This is an optimization exercise on Yosys and OpenROAD, whose aim is small area, not a production implementation. The RTL was checked by simulation tests, not by an equivalence proof against the original design. No activity file was given, so power comes from the tool's default toggle rates.

--- design/flow/config.mk ---
export PLATFORM = sky130hd
export DESIGN_NAME = mem_responder
export DESIGN_NICKNAME = mem_responder
export VERILOG_FILES = /design/flow/design.v
export SDC_FILE = /design/flow/constraint.sdc
export NUM_CORES = 4
export LEC_CHECK = 0
export CAP_MARGIN = 20
export CORE_MARGIN = 2
export CORE_UTILIZATION = 55
export CTS_BUF_LIST = sky130_fd_sc_hd__clkbuf_16
export CTS_CLUSTER_DIAMETER = 80
export CTS_CLUSTER_SIZE = 32
export PLACE_DENSITY = 0.6
export SLEW_MARGIN = 20
export SYNTH_HIERARCHICAL = 1
--- design/flow/run.sh ---
#!/bin/bash
# synth_recipe.tcl (not shown) runs the flow's synth.tcl, then flattens the netlist and writes it again
# the make line also repeats each setting of config.mk as NAME=value (left out here)
make -C /OpenROAD-flow-scripts/flow DESIGN_CONFIG=/design/flow/config.mk WORK_HOME=/design/flow/orfs CLKGATE_MAP_FILE= SYNTH_SCRIPT=/design/flow/synth_recipe.tcl finish
--- design/flow/design.v ---
package mem_pkg;
  localparam int DEF_DEPTH   = 64;
  localparam int DEF_LATENCY = 2;
  localparam int ADDR_W      = 32;
  localparam int WORD_W      = 32;
endpackage
module aoi222 (
  input  logic [2:0] a,
  input  logic [2:0] b,
  output logic       y
);
  assign y = ~((a[0] & b[0]) | (a[1] & b[1]) | (a[2] & b[2]));
endmodule
module word_mux #(
  parameter int DEPTH = mem_pkg::DEF_DEPTH,
  parameter int W     = mem_pkg::WORD_W
) (
  input  logic [DEPTH-1:0]   sel,
  input  logic [DEPTH*W-1:0] words,
  output logic [W-1:0]       y
);
  localparam int G3 = 21;
  localparam int G  = 22;
  for (genvar b = 0; b < W; b++) begin : g_bit
    logic [G-1:0] t_n;    
    for (genvar g = 0; g < G3; g++) begin : g_3
      aoi222 u_aoi (
        .a (sel[3*g +: 3]),
        .b ({words[(3*g+2)*W + b], words[(3*g+1)*W + b], words[(3*g)*W + b]}),
        .y (t_n[g])
      );
    end
    assign t_n[G3] = ~(sel[3*G3] & words[(3*G3)*W + b]);
    assign y[b] = ~&t_n;
  end
endmodule
module mem_responder #(
  parameter int DEPTH   = mem_pkg::DEF_DEPTH,
  parameter int LATENCY = mem_pkg::DEF_LATENCY
) (
  input  logic              clock,
  input  logic              reset,
  input  logic              req_valid,
  input  logic              req_write,
  input  logic [mem_pkg::ADDR_W-1:0] req_addr,
  input  logic [mem_pkg::WORD_W-1:0] req_wdata,
  output logic              req_ready,
  output logic              resp_valid,
  output logic [mem_pkg::WORD_W-1:0] resp_rdata,
  output logic              resp_error
);
  localparam int IDX_W = $clog2(DEPTH);
  localparam int W     = mem_pkg::WORD_W;
  logic              st_wait;
  logic              st_resp;
  logic              accept;
  logic              lat_write;
  logic              lat_err;
  logic [7:0]        lat_lo_n;    
  logic [7:0]        lat_hi_n;    
  logic [W-1:0]      lat_wdata;
  logic              store;
  logic              wr_clr;
  logic              wr_set;
  logic [DEPTH-1:0]  dec;
  logic [W-1:0]      wbus;
  logic [DEPTH*W-1:0] words;
  logic [DEPTH-1:0]  pols;
  logic [W-1:0]      rd_bits;
  logic              rd_pol;
  logic [W-1:0]      resp_bits;   
  logic              resp_pol;    
  assign req_ready  = ~(st_wait | st_resp);
  assign resp_valid = st_resp;
  assign accept     = req_valid & req_ready;
  always_ff @(posedge clock) begin
    if (accept) begin
      lat_write <= req_write;
      lat_err   <= (req_addr[1:0] != 2'b00) || (req_addr[mem_pkg::ADDR_W-1:IDX_W+2] != '0);
      for (int i = 0; i < 8; i++) begin
        lat_lo_n[i] <= (req_addr[4:2] != 3'(i));
        lat_hi_n[i] <= (req_addr[7:5] != 3'(i));
      end
      lat_wdata <= req_wdata;
    end
  end
  assign store  = lat_write & ~lat_err;
  assign wr_clr = store & st_wait & ~reset;
  assign wr_set = store & st_resp;
  assign wbus   = {W{wr_clr}} | ~(lat_wdata | {W{~wr_set}});
  always_comb begin
    for (int w = 0; w < DEPTH; w++) dec[w] = ~(lat_lo_n[w % 8] | lat_hi_n[w / 8]);
  end
  for (genvar w = 0; w < DEPTH; w++) begin : g_word
    logic [W-1:0] bits;
    logic         pol;
    always_ff @(posedge clock) begin
      bits <= ~(bits | ({W{dec[w]}} & wbus));
      pol  <= ~(pol | (dec[w] & (wr_clr | wr_set)));
    end
    assign words[w*W +: W] = bits;
    assign pols[w]         = pol;
  end
  word_mux #(.DEPTH(DEPTH), .W(W)) u_rd_bits (.sel(dec), .words(words), .y(rd_bits));
  word_mux #(.DEPTH(DEPTH), .W(1)) u_rd_pol  (.sel(dec), .words(pols),  .y(rd_pol));
  assign resp_rdata = resp_bits ^ {W{resp_pol}};
  always_ff @(posedge clock) begin
    if (reset) begin
      st_wait <= 1'b0;
      st_resp <= 1'b0;
    end else begin
      st_wait <= accept;
      st_resp <= st_wait;
    end
  end
  always_ff @(posedge clock) begin
    if (reset) begin
      resp_bits  <= '0;
      resp_pol   <= 1'b0;
      resp_error <= 1'b0;
    end else if (st_wait) begin
      resp_error <= lat_err;
      if (lat_err) begin
        resp_bits <= '0;
        resp_pol  <= 1'b0;
      end else if (!lat_write) begin
        resp_bits <= rd_bits;
        resp_pol  <= rd_pol;
      end
    end
  end
endmodule
--- design/flow/constraint.sdc ---
create_clock -name core_clock -period 3.2 [get_ports {clock}]
set_input_delay 0.6400 -clock core_clock [delete_from_list [all_inputs] [get_ports {clock}]]
set_output_delay 0.6400 -clock core_clock [all_outputs]
set_load 0.01 [all_outputs]
==> reports/qor.yml, run 1 <==
logic_synthesis:
  synth_area_leader_cell: "sky130_fd_sc_hd__dfxtp_1"
  synth.yosys.seq_area_share: 0.6538
  synth.top_cells.by_area: "sky130_fd_sc_hd__dfxtp_1 63%, sky130_fd_sc_hd__a21oi_1 15%, sky130_fd_sc_hd__a222oi_1 10%, sky130_fd_sc_hd__edfxtp_1 2.2%, sky130_fd_sc_hd__buf_2 1.4%"
  synthAdderAreaFrac: 0
  post_synth_mux_area_share: 0.0001471
  synth-compound-area-share: 0.2788
  postSynthNetCount: 6105
  synth_warnings: 7
  synth_top_family_by_area: "compound AO/OA/AOI/OAI gates"
  synth_top_cell_area_share: 0.6318
  yosys_register_bits: 2198
  synth-xor-area-share: 0.004118
  synth_area_um2: 68060
  post_synthesis_average_cell_area_um2: 11.27
  post_synth_and_or_nand_nor_area_fraction: 0.03292
  post_synth_inst_count: 6037
  yosysUniqueCellTypes: 35
sta:
  hold-worst-slack_ns: 0.4115
  timing.final.setup_violations: 0
  max_slew_margin: 0.2996
  actual_transition_at_the_worst_max_transition_pin_ns: 1.048
  hold_viol: 0
  clock.fmax_ghz: 0.3183
  finalClockSkew_ns: 0.02569
  layout_worst_path_cycle_share: 0.9819
  grt_setup_unrepaired: "false"
  final_max_slew_viol_count: 0
  period_minus_slack_ns: 3.142
final_layout:
  final-instance-count-excl-fill: 7798
  fillCellCount: 10030
  final_common_cell: "sky130_fd_sc_hd__dfxtp_1"
  area.growth.synth_to_final_pct: 11.68
  most_used_cells_in_the_layout_excluding_fill_and_tap_cells: "2146 x sky130_fd_sc_hd__dfxtp_1, 2085 x sky130_fd_sc_hd__a21oi_1, 693 x sky130_fd_sc_hd__a222oi_1"
  drive_above_1_share: 0.1057
  num-nets-final: 6192
pwr:
  peakVddDrop_uv: 633.7
  cellLeakagePower_nw: 27.29
  power_per_cell_area_nw_per_um2: 565.1
setup_path:
  crit_required_ns: 2.56
  critical_path_peak_fanout: 14
  cp_data_arrival_time_ns: 2.50
  critical_path_buf_inv_count: 2
  critical_path.endpoint_type: "output pin"
  crit_chain: "buf_6 > xor2_1 > clkdlybuf4s50_1"
  worst_path_dominant_cell_family: "buffers and inverters"
  timing_worst_setup_path_type: "reg -> out"
  worst_path_largest_cell_delay_ns: 0.64
  timing.critical_path.from_type: "flip-flop"
  crit_slowest_cell: "sky130_fd_sc_hd__dfxtp_4"
place:
  globalplace.congestion: 0.8033
  place_inst: 7671
  detailedPlacementHpwl_mm: 123.5
  place.port_buffers: 102
floorplan:
  die_h_um: 355.8
  core-area_um2: 123300
  overall_die_area_um2: 126600
  fp-row-count: 129
  start_util: 0.5520
  io_pins: 103
  chipWidth_um: 355.8
detailed_routing:
  drc_errors: 0
  first_iter_violations: 7170
  num_vias: 50590
  routed_wl_mm: 194.1
  ant_nets: 0
  first_pass_detailed_route_iteration_total: 11
  vias_per_cell: 6.488
  post_drt_wl_per_cell_um: 24.89
clock_tree:
  clockBufferDepth: 3
  cts-buffers-inserted: 83
  clkSinkCount: 2198
  root_buffer: "sky130_fd_sc_hd__clkbuf_16"
  clock_latency_on_the_worst_skew_pair_ns: 0.72
  clkSlewWorstSetupHoldPaths_ns: 0.12
  tritoncts: "yes"
  htree_levels: 3
min_path:
  min_path_type: "reg -> reg"
status:
  status: "complete, no violations"
global_route:
  groute.usage.overall: 0.2977
  grt_pass1_wl_mm: 290.3
  grt_pass1_vias: 46590
  grt_start_max_net_pins: 67
  antenna_found_initial: 6
  grt_overflow: 0
flow_run:
  max_cap_viol_count: 0
what timing repair did:
item / in CTS / in global routing
gates resized for setup: 3 / 0
setup buffers: 0 / 5
setup endpoints to repair: 27 / 1
cloned: 0 / 0
pin swaps: 0 / 0
hold buffers: 0 / 0
endpoints found under the hold margin: 0 / 0
Yosys stat by module, one instance, submodules excluded, excerpt:
module / cell area (um2) / times used / flip-flops and latches
mem_responder: 59250 / 1 / 2198
aoi222: 10.01 / 693 / 0
logic make-up after synthesis:
kind of cell           count (synthesis)
AND/OR/NAND/NOR                      429
XOR/XNOR                              32
flip-flops                          2198
buffers and inverters                440
AO/OA/AOI/OAI                       2937
multiplexers                           1
registers in the layout, indices dropped and copies added (netlist names):
signal       count
g_word.bits   2048
st_wait          1
resp_pol         1
lat_wdata       32
lat_write        1
resp_bits       32
st_resp          1
g_word.pol      64
lat_err          1
resp_error       1
lat_hi_n         8
lat_lo_n         8
layer usage:
layer,vias up,track usage,wire length (um)
li1,23760,-,-
met1,24730,0.4315,87460
met2,1832,0.4623,86200
met3,268,0.04241,14570
met4,2,0.09021,5876
met5,-,0,8
area by class of cell:
| cell class | instances | area [um2] | area share |
|---|---|---|---|
| sequential | 2198 | 44510 | 0.5855 |
| antenna | 1 | 2.502 | 0.00003292 |
| timing repair buffer | 440 | 4883 | 0.06424 |
| clock buffer | 89 | 2227 | 0.02930 |
| multi-input combinational | 3399 | 22040 | 0.2900 |
| inverter | 2 | 7.507 | 0.00009876 |
| clock inverter | 32 | 296.5 | 0.003901 |
| tap | 1637 | 2048 | 0.02694 |
synth_stat cells:
| master | number |
|---|---|
| sky130_fd_sc_hd__a211oi_2 | 30 |
| sky130_fd_sc_hd__buf_6 | 7 |
| sky130_fd_sc_hd__inv_1 | 2 |
| sky130_fd_sc_hd__o21ai_0 | 33 |
| sky130_fd_sc_hd__and2_1 | 1 |
| sky130_fd_sc_hd__mux2i_1 | 1 |
| sky130_fd_sc_hd__nand2b_4 | 1 |
| sky130_fd_sc_hd__or4_1 | 1 |
| sky130_fd_sc_hd__nand3_1 | 35 |
| sky130_fd_sc_hd__nand3b_1 | 6 |
| sky130_fd_sc_hd__a21oi_1 | 2085 |
| sky130_fd_sc_hd__nor2b_1 | 2 |
| sky130_fd_sc_hd__buf_8 | 7 |
| sky130_fd_sc_hd__buf_1 | 2 |
| sky130_fd_sc_hd__a222oi_1 | 693 |
| sky130_fd_sc_hd__a211oi_1 | 3 |
| sky130_fd_sc_hd__a21oi_2 | 62 |
| sky130_fd_sc_hd__dfxtp_1 | 2148 |
| sky130_fd_sc_hd__nand4_1 | 133 |
| sky130_fd_sc_hd__nand2_1 | 102 |
| sky130_fd_sc_hd__o21a_1 | 1 |
| sky130_fd_sc_hd__a21oi_4 | 30 |
| sky130_fd_sc_hd__clkbuf_1 | 221 |
| sky130_fd_sc_hd__and3_1 | 1 |
| sky130_fd_sc_hd__buf_4 | 9 |
| sky130_fd_sc_hd__nor4_1 | 38 |
| sky130_fd_sc_hd__nor2_1 | 69 |
| sky130_fd_sc_hd__nor3_1 | 1 |
| sky130_fd_sc_hd__or3_1 | 2 |
| sky130_fd_sc_hd__xor2_1 | 32 |
| sky130_fd_sc_hd__buf_2 | 192 |
| sky130_fd_sc_hd__edfxtp_1 | 50 |
| sky130_fd_sc_hd__or3b_2 | 3 |
| sky130_fd_sc_hd__nor3b_2 | 1 |
| sky130_fd_sc_hd__nand2b_1 | 33 |
final timing paths:
| check | startpoint | slack (ns) | end | cells after the start |
|---|---|---|---|---|
| setup / recovery | resp_pol$_SDFFE_PP0P_ | 0.06 | resp_rdata[6] | 3 |
| hold / removal | g_word[51].bits[8]$_DFF_P_ | 0.41 | g_word[51].bits[8]$_DFF_P_ | 1 |
| setup reg to reg | lat_lo_n[2]$_DFFE_PP_ | 0.08 | resp_bits[7]$_SDFFE_PP0P_ | 10 |
| hold reg to reg | g_word[51].bits[8]$_DFF_P_ | 0.41 | g_word[51].bits[8]$_DFF_P_ | 1 |
worst reg2reg max path: stages (launching register included):
cell and delay [ns]:
sky130_fd_sc_hd__edfxtp_1 0.64, sky130_fd_sc_hd__buf_4 0.26, sky130_fd_sc_hd__nor2_4 0.06, sky130_fd_sc_hd__buf_12 0.17
sky130_fd_sc_hd__a222oi_1 0.48, sky130_fd_sc_hd__nand4_1 0.29, sky130_fd_sc_hd__nor4_2 0.70, sky130_fd_sc_hd__buf_4 0.22
sky130_fd_sc_hd__nand2_1 0.04, sky130_fd_sc_hd__nand2_1 0.05, sky130_fd_sc_hd__a21oi_1 0.07
through the flow:
stage	area [um2]	TNS, ns	total power [W]	util	worst slack, ns
2_1_floorplan	68060	0	0.02916	-	0.7414
3_3_place_gp	73400	-0.1861	0.02981	0.5952	-0.1861
3_5_place_dp	73400	-0.2084	0.02984	0.5952	-0.2084
4_1_cts	75940	0	0.04323	0.6158	0.02136
5_1_grt	76010	0	0.04429	0.6164	0.03070
6_report	76020	0	0.04296	0.6164	0.05791
report_power, final:
| part | total, W | leakage, nW | internal (W) | switching, W |
|---|---|---|---|---|
| registers | 0.0281 | 20.1 | 0.0279 | 0.000215 |
| logic | 0.00117 | 5.97 | 0.000407 | 0.000761 |
| clock network | 0.0137 | 1.26 | 0.00535 | 0.00837 |
| total | 0.0430 | 27.3 | 0.0336 | 0.00935 |
==> run 2, diff against run 1 <==
--- a/design/flow/config.mk
+++ b/design/flow/config.mk
@@ -9,3 +9,3 @@
 export CORE_MARGIN = 2
-export CORE_UTILIZATION = 55
+export CORE_UTILIZATION = 65
 export CTS_BUF_LIST = sky130_fd_sc_hd__clkbuf_16
@@ -13,3 +13,3 @@
 export CTS_CLUSTER_SIZE = 32
-export PLACE_DENSITY = 0.6
+export PLACE_DENSITY = 0.7
 export SLEW_MARGIN = 20
==> reports/qor.yml, run 2 <==
global_route:
  grt_start_max_net_pins: 67  # unchanged
  grt_overflow: 0  # unchanged
  groute.usage.overall: 0.3434  # was 0.2977
  antenna_found_initial: 11  # was 6
  grt_pass1_wl_mm: 287.4  # was 290.3 mm
  grt_pass1_vias: 47560  # was 46590
logic_synthesis:
  synth_edf_count: 50  # unchanged
  postSynthNetCount: 6105  # unchanged
  synth_warnings: 7  # unchanged
  post_synthesis_average_cell_area_um2: 11.27  # unchanged
  synth_area_leader_cell: "sky130_fd_sc_hd__dfxtp_1"  # unchanged
  yosys_register_bits: 2198  # unchanged
  synth_area_um2: 68060  # unchanged
  synth-main-ff-cell: "sky130_fd_sc_hd__dfxtp_1"  # unchanged
  post_synth_inst_count: 6037  # unchanged
  yosysUniqueCellTypes: 35  # unchanged
  synth-async-reset-ratio: 0  # unchanged
  post-synth-top-count-cell: "sky130_fd_sc_hd__dfxtp_1"  # unchanged
  synth_top_cell_area_share: 0.6318  # unchanged
  commonest_cells_post_synth: "2148 x sky130_fd_sc_hd__dfxtp_1, 2085 x sky130_fd_sc_hd__a21oi_1, 693 x sky130_fd_sc_hd__a222oi_1"  # unchanged
  synth.top_cells.by_area: "sky130_fd_sc_hd__dfxtp_1 63%, sky130_fd_sc_hd__a21oi_1 15%, sky130_fd_sc_hd__a222oi_1 10%, sky130_fd_sc_hd__edfxtp_1 2.2%, sky130_fd_sc_hd__buf_2 1.4%"  # unchanged
  synth.yosys.seq_area_share: 0.6538  # unchanged
clock_tree:
  root_buffer: "sky130_fd_sc_hd__clkbuf_16"  # unchanged
  clock_latency_on_the_worst_skew_pair_ns: 0.70  # was 0.72 ns
  clockBufferDepth: 3  # unchanged
  clkSinkCount: 2198  # unchanged
  clkSlewWorstSetupHoldPaths_ns: 0.11  # was 0.12 ns
  cts-buffers-inserted: 78  # was 83
  htree_levels: 3  # unchanged
  tritoncts: "yes"  # unchanged
  cts_post_setup_buffers_inserted: 0  # unchanged
setup_path:
  crit_chain: "buf_12 > xor2_1 > clkdlybuf4s50_1"  # was buf_6 > xor2_1 > clkdlybuf4s50_1
  critical_path_peak_fanout: 14  # unchanged
  timing.critical_path.from_type: "flip-flop"  # unchanged
  timing_worst_setup_path_type: "reg -> out"  # unchanged
  critical_path.endpoint_type: "output pin"  # unchanged
  launching_point_of_the_worst_reg2reg_path: "lat_lo_n[5]$_DFFE_PP_"  # was lat_lo_n[2]$_DFFE_PP_
  worst_setup_path_startpoint: "resp_pol$_SDFFE_PP0P_"  # unchanged
  crit_slowest_cell: "sky130_fd_sc_hd__clkdlybuf4s50_1"  # was sky130_fd_sc_hd__dfxtp_4
  cp_data_arrival_time_ns: 2.50  # about the same
  crit_required_ns: 2.56  # about the same
  worst_path_largest_cell_delay_ns: 0.61  # was 0.64 ns
final_layout:
  final_design_area_no_fill_um2: 74990  # was 76020 um2
  area.growth.synth_to_final_pct: 10.17  # was 11.68%
  flip_flop_count_of_the_largest_register_after_layout: 2048  # unchanged
  final-instance-count-excl-fill: 7483  # was 7798
  final_common_cell: "sky130_fd_sc_hd__dfxtp_1"  # unchanged
  most_used_cells_in_the_layout_excluding_fill_and_tap_cells: "2146 x sky130_fd_sc_hd__dfxtp_1, 2085 x sky130_fd_sc_hd__a21oi_1, 693 x sky130_fd_sc_hd__a222oi_1"  # unchanged
  biggestRegsByFlops: "g_word.bits (2048), g_word.pol (64)"  # unchanged
  fin_util: 0.7235  # was 0.6164
  drive_above_1_share: 0.09674  # was 0.1057
  top_register: "g_word.bits"  # unchanged
  num-nets-final: 6153  # was 6192
sta:
  final_max_slew_viol_count: 0  # unchanged
  grt_setup_unrepaired: "false"  # unchanged
  finalClockSkew_ns: 0.02356  # was 0.02569 ns
  hold_viol: 0  # unchanged
  clock.fmax_ghz: 0.3188  # was 0.3183 GHz
  period_minus_slack_ns: 3.137  # was 3.142 ns
  timing.final.setup_violations: 0  # unchanged
  layout_worst_path_cycle_share: 0.9803  # was 0.9819
  max_slew_margin: 0.3715  # was 0.2996
  actual_transition_at_the_worst_max_transition_pin_ns: 0.9405  # was 1.048 ns
detailed_routing:
  post_drt_wl_per_cell_um: 25.42  # was 24.89 um
  highest_layer: "met5"  # unchanged
  ant_nets: 0  # unchanged
  routed_wl_mm: 190.2  # was 194.1 mm
  detail_route_met2_wl_mm: 82.90  # was 86.20 mm
  drc_errors: 0  # unchanged
  route.met3.wl_mm: 18.98  # was 14.57 mm
  num_vias: 51900  # was 50590
  m1WireLength_mm: 82.76  # was 87.46 mm
  first_pass_detailed_route_iteration_total: 14  # was 11
  vias_per_cell: 6.936  # was 6.488
  first_iter_violations: 8041  # was 7170
min_path:
  holdCritStartpoint: "g_word[52].bits[5]$_DFF_P_"  # was g_word[51].bits[8]$_DFF_P_
  min_path_type: "reg -> reg"  # unchanged
place:
  globalplace.congestion: 0.8780  # was 0.8033
  place_inst: 7385  # was 7671
  detailedPlacementHpwl_mm: 122.6  # was 123.5 mm
  place.port_buffers: 102  # unchanged
  cell_area_reported_after_detailed_placement_um2: 72840  # was 73400 um2
floorplan:
  io_pins: 103  # unchanged
  overall_die_area_um2: 107300  # was 126600 um2
  die_h_um: 327.6  # was 355.8 um
  core-area_um2: 103600  # was 123300 um2
  start_util: 0.6567  # was 0.5520
  fp-row-count: 118  # was 129
  chipWidth_um: 327.6  # was 355.8 um
pwr:
  peakVddDrop_uv: 573.0  # was 633.7 uV
  power_per_cell_area_nw_per_um2: 557.0  # was 565.1 nW/um2
  cellLeakagePower_nw: 26.91  # was 27.29 nW
status:
  status: "complete, no violations"  # unchanged
flow_run:
  max_cap_viol_count: 0  # unchanged
-- run 2: cell counts after synthesis --
No cell type changed its count.
-- run 2: final timing paths --
| kind | to | slack [ns] | cells after the start |
|---|---|---|---|
| worst max register to register | resp_bits[18]$_SDFFE_PP0P_ | 0.10 | 9 |
| worst min-delay path | g_word[52].bits[5]$_DFF_P_ | 0.41 | 1 |
| worst min register to register | g_word[52].bits[5]$_DFF_P_ | 0.41 | 1 |
| worst max-delay path | resp_rdata[13] | 0.06 | 3 |
-- run 2: per-layer routing --
layer  GRT usage  vias to the layer above
li1            -                    23610
met1      0.5060                    25480
met2      0.5207                     2528
met3     0.06075                      283
met4     0.09713                        4
met5           0                        -
-- run 2: power by group --
| group | switching, W | internal [W] | leakage (nW) |
|---|---|---|---|
| Sequential | 0.000217 | 0.0279 | 20.1 |
| Clock | 0.00789 | 0.00467 | 1.07 |
| Combinational | 0.000751 | 0.000384 | 5.78 |
| Total | 0.00886 | 0.0329 | 26.9 |
-- run 2: repair_timing --
action                     in CTS  in global routing
hold buffers                    0                  0
setup endpoints to repair      12                  4
hold endpoints to repair        0                  0
gates resized for setup         3                  4
-- run 2: per-module statistics from Yosys, one instance, submodules excluded, a selection --
module	cells	flip-flops and latches	cell area [um2]
aoi222	1	0	10.01
mem_responder	5044	2198	59250
-- run 2: cell type report --
| cell class | count | area, um2 |
|---|---|---|
| diodes | 4 | 10.01 |
| clock buffers | 82 | 2052 |
| clock inverters | 12 | 47.55 |
| fillers | 7400 | 28660 |
| inverters | 2 | 7.507 |
| multi-input cells | 3399 | 22060 |
| flip-flops and latches | 2198 | 44510 |
| well taps | 1380 | 1727 |
| repair buffers | 406 | 4574 |
-- run 2: stage by stage --
step	setup slack, ns	hold slack, ns	TNS, ns	total power (W)
final	0.06300	0.4126	0	0.04177
after global routing	0.009113	0.4190	0	0.04293
after CTS	0.01727	0.4139	0	0.04187
after detailed placement	-0.008497	0.3980	-0.008497	0.02980
after global placement	-0.03305	0.3946	-0.03305	0.02976
after floorplan	0.7414	0.3877	0	0.02916
-- run 2: logic make-up (layout without fill, tap and decap cells) --
| logic type | count (synthesis) | count (layout) | synth area share |
|---|---|---|---|
| simple gates | 429 | 429 | 0.03292 |
| buf+inv | 440 | 502 | 0.03022 |
| xor+xnor | 32 | 32 | 0.004118 |
| mux | 1 | 1 | 0.0001471 |
| other cells | 0 | 4 | 0 |
| flops | 2198 | 2198 | 0.6538 |
| compound gates | 2937 | 2937 | 0.2788 |
-- run 2: worst max-delay path, delay by kind of cell (launching register included) --
family | cells | cell delay, ns
buffers and inverters | 2 | 0.85
xor gates and xnor gates | 1 | 0.37
DFF | 1 | 0.58

port drivers added, routing unchanged:
No port has a modelled driver above. Below, the same layouts with a new extraction and two added sets of constraints. Step 1 assumes that a clkbuf_16 drives the clock port and a buf_2 every other input. Step 2 moves the port delays by t, midway between the first and last clock arrival at a register: inputs arrive t later, outputs are due t later. That takes back most of the time a late clock gives input paths. Three values: ideal ports, drivers, drivers and shift; two values: the first two.
| run | t, ns | slack for setup (ns) | worst setup path after step 2 | latest minus earliest clock arrival (ns) | worst data-port slew with drivers (ns) |
|---|---|---|---|---|---|
| run 1 | 0.788 | 0.058 / -0.022 / 0.084 | register to register | 0.029 / 0.029 | 0.10 |
| run 2 | 0.761 | 0.063 / -0.008 / 0.095 | register to register | 0.028 / 0.028 | 0.15 |
After both steps every run listed still meets setup and hold.
